This design comes from an exercise in tuning for small area, a short achievable clock period and few clock cycles per item on the open sky130 flow, not from production work.
Function was checked by simulation only, so behaviour that the tests miss may differ from the original.

## build 79
// adsr_envelope_generator_unit
module adsr_envelope_generator_unit
(
  input  logic        clk,
  input  logic        rst_n,
  input  logic        in_valid,
  output logic        in_stall,
  input  logic [24:0] in_data,
  output logic        out_valid,
  input  logic        out_stall,
  output logic [26:0] out_data,
  input  logic        cfg_we,
  input  logic [2:0]  cfg_index,
  input  logic [23:0] cfg_wdata
);
For scale: about 3000 cells after synthesis, ~26000 um2 of cells after synthesis.
clock: 16.0 ns
lec_check: 0
abc_area: 1
cap_margin: 0
core_margin: 2
core_utilization: 60
slew_margin: 0
standard.sh (not shown) runs the stock make flow with config.mk's settings and CLKGATE_MAP_FILE= SYNTH_SCRIPT=/design/flow/synth_recipe.tcl, a recipe that flattens the netlist after the stock synthesis.
==> flow/flow/run.sh <==
#!/bin/bash
# Standard layout, with timing repair aiming at a setup slack margin of 7 ns
# (the constraints and clock period are the standard flow's own, unchanged).
set -euo pipefail
bash standard.sh SETUP_SLACK_MARGIN=7 finish > standard_flow.log 2>&1
Build 79: no failed stages, no open violations at the end
Testbench counts of build 79, summed over its fixed seeds: cycles 106,689, items 96,000.
#### Input delta (build 94 over build 79)
# build 79
export LEC_CHECK = 0
export ABC_AREA = 1
export CAP_MARGIN = 0
export CORE_MARGIN = 2
export CORE_UTILIZATION = 60
export SLEW_MARGIN = 0
create_clock -name core_clock -period 16.0 [get_ports {clk}]
# build 94
export LEC_CHECK = 0
export ABC_AREA = 1
export CAP_MARGIN = 0
export CORE_MARGIN = 2
export CORE_UTILIZATION = 68
export SLEW_MARGIN = 0
create_clock -name core_clock -period 16.0 [get_ports {clk}]
==> flow/flow/run.sh <==
#!/bin/bash
# Standard layout, with timing repair aiming at a setup slack margin of 8 ns
# (the constraints and clock period are the standard flow's own, unchanged).
set -euo pipefail
bash standard.sh SETUP_SLACK_MARGIN=8 finish > standard_flow.log 2>&1
==> comparison <==
The log for build 94 ends in global routing (5_1_grt) with error GRT-0232, so the run never completed. The lower number of cell rows came out of build 94. The number of enable-type register cells in the synthesized netlist of build 94 and that of build 79 are within noise of each other. On detailed placer's ending HPWL, build 94 does better than build 79. Build 79 -> build 94: post-synthesis area per instance delta 0, exact match. The worst slack at placement reported for build 94 is smaller than that of build 79 by 0.014 ns. Build 79 -> build 94: synthesized cell count delta 0, exact match. In terms of post-synthesis compound-gate area fraction, build 94 and build 79 differ only marginally. Going from build 79 to build 94, vertical extent of the die shrank by a few percent. Number of placed instances, taps included is lower on build 94.
Relative to build 94, the following input files were edited for build 43:
# build 94
export LEC_CHECK = 0
export ABC_AREA = 1
export CAP_MARGIN = 0
export CORE_MARGIN = 2
export CORE_UTILIZATION = 68
export SLEW_MARGIN = 0
create_clock -name core_clock -period 16.0 [get_ports {clk}]
# build 43
export LEC_CHECK = 0
export CAP_MARGIN = 20
export CORE_MARGIN = 2
export CORE_UTILIZATION = 55
export SLEW_MARGIN = 20
create_clock -name core_clock -period 16.0 [get_ports {clk}]
==> flow/flow/run.sh <==
#!/bin/bash
# Standard layout, with timing repair aiming at a setup slack margin of 6 ns
# (the constraints and clock period are the standard flow's own, unchanged).
set -euo pipefail
bash standard.sh SETUP_SLACK_MARGIN=6 finish > standard_flow.log 2>&1
--- outcome ---
- Build 94: it failed with a tool error in global routing (5_1_grt), so there are no final results.
- Build 43 ran to completion and came out clean on the timing, DRC and antenna checks.
- Build 43: post-synthesis share of cell area spent on and, or, nand and nor gates 1.9 points below build 94
- For the placer congestion estimate, build 43 came in about 7% lower than build 94 did.
- Post-synthesis compound-gate area fraction (build 43 over build 94): increase, 3.6 points
- Build 43 and build 94 ended up with roughly the same summed instance area of the synthesized netlist.
- Build 43: number of library cell types mapped by synthesis higher than build 94
- Build 94 and build 43 ended up with nearly the same number of clock sinks.
- Sort build 94 and build 43 by number of instances resized during post-cts repair desc -> top: build 94
- Between build 94 and build 43, worst setup timing slack at the placement stage is higher for build 94, build 43 comes in under that.
### build 43 -> build 2
# build 43
export LEC_CHECK = 0
export CAP_MARGIN = 20
export CORE_MARGIN = 2
export CORE_UTILIZATION = 55
export SLEW_MARGIN = 20
create_clock -name core_clock -period 16.0 [get_ports {clk}]
# build 2
export LEC_CHECK = 0
export ABC_AREA = 1
export CAP_MARGIN = 20
export CORE_MARGIN = 2
export CORE_UTILIZATION = 55
export SLEW_MARGIN = 20
create_clock -name core_clock -period 16.0 [get_ports {clk}]
==> flow/flow/run.sh <==
#!/bin/bash
# Standard layout, with timing repair aiming at a setup slack margin of 8.5 ns
# (the constraints and clock period are the standard flow's own, unchanged).
set -euo pipefail
bash standard.sh SETUP_SLACK_MARGIN=8.5 finish > standard_flow.log 2>&1
==> results.txt <==
Build 2 finished every stage and its layout cleared the timing, DRC and antenna checks.
Relative to build 43, build 2 degrades final area.
Side by side, met1 demand-to-capacity share in global routing turned out higher in build 2 than in build 43.
Build 2 against build 43: mean routed wirelength per cell lower, achievable clock frequency higher.
Sequential share of layout area: higher on build 43
Against build 43, critical path depth in build 2 fell by a few percent.
Changes in build 30 relative to build 2:
==> flow/flow/run.sh <==
#!/bin/bash
# Standard layout, with timing repair aiming at a setup slack margin of 7 ns
# (the constraints and clock period are the standard flow's own, unchanged).
set -euo pipefail
bash standard.sh SETUP_SLACK_MARGIN=7 finish > standard_flow.log 2>&1
Build 30 ran to completion and came out clean on the timing, DRC and antenna checks.
Smallest hold slack: build 30 vs build 2 up 0.014 ns
Wire length was higher in build 2 than in build 30.
Comparing non-clock buffer count for build 30 and build 2, the smaller number came from build 30.
Lower routed length on met3 among build 30 and build 2: build 30
Wire length of the first global-routing pass: build 30 vs build 2 down 8900 um
What build 11 does differently from build 30 at the input level:
# build 30
export LEC_CHECK = 0
export ABC_AREA = 1
export CAP_MARGIN = 20
export CORE_MARGIN = 2
export CORE_UTILIZATION = 55
export SLEW_MARGIN = 20
create_clock -name core_clock -period 16.0 [get_ports {clk}]
# build 11
export LEC_CHECK = 0
export ABC_AREA = 1
export CAP_MARGIN = 20
export CORE_MARGIN = 2
export CORE_UTILIZATION = 60
export SLEW_MARGIN = 20
create_clock -name core_clock -period 16.0 [get_ports {clk}]
==> flow/flow/run.sh <==
#!/bin/bash
# Standard layout, with timing repair aiming at a setup slack margin of 8 ns
# (the constraints and clock period are the standard flow's own, unchanged).
set -euo pipefail
bash standard.sh SETUP_SLACK_MARGIN=8 finish > standard_flow.log 2>&1
Delta (build 11 minus build 30): estimated wirelength of the detail-placed design now sits lower, clock distribution area overhead in the final layout decreased by 0.43 points relative to the old numbers.
The final non-filler cell total number comes out lower for build 30 vs build 11.

afterwards: timing with drivers on the ports:
The flow's constraints put no driver on any port. The routed layouts listed below were extracted and timed again, unchanged, in two steps.
Step 1 (the two cells are an assumption about what drives the block):
set clk [get_ports {clk}]
set_driving_cell -lib_cell sky130_fd_sc_hd__clkbuf_16 $clk
set_driving_cell -lib_cell sky130_fd_sc_hd__buf_2 [delete_from_list [all_inputs] $clk]
Step 2 times the ports against the registers' clock, not the clock port: input delays grow and output delays shrink by t, the midpoint of the rising clock arrivals with the driver on.
a / b / c = ideal ports / drivers / drivers and shift; a / b = the first two.
run	t, ns	setup slack, ns	worst slew at a driven data input, ns
build 79	0.546	7.362 / 7.362 / 7.362	0.05
build 43	0.554	6.242 / 6.242 / 6.242	0.04
build 2	0.550	8.253 / 8.253 / 8.253	0.04
build 30	0.557	7.335 / 7.335 / 7.335	0.04
build 11	0.550	8.050 / 8.050 / 8.050	0.05
After both steps setup and hold are still met in every run listed.
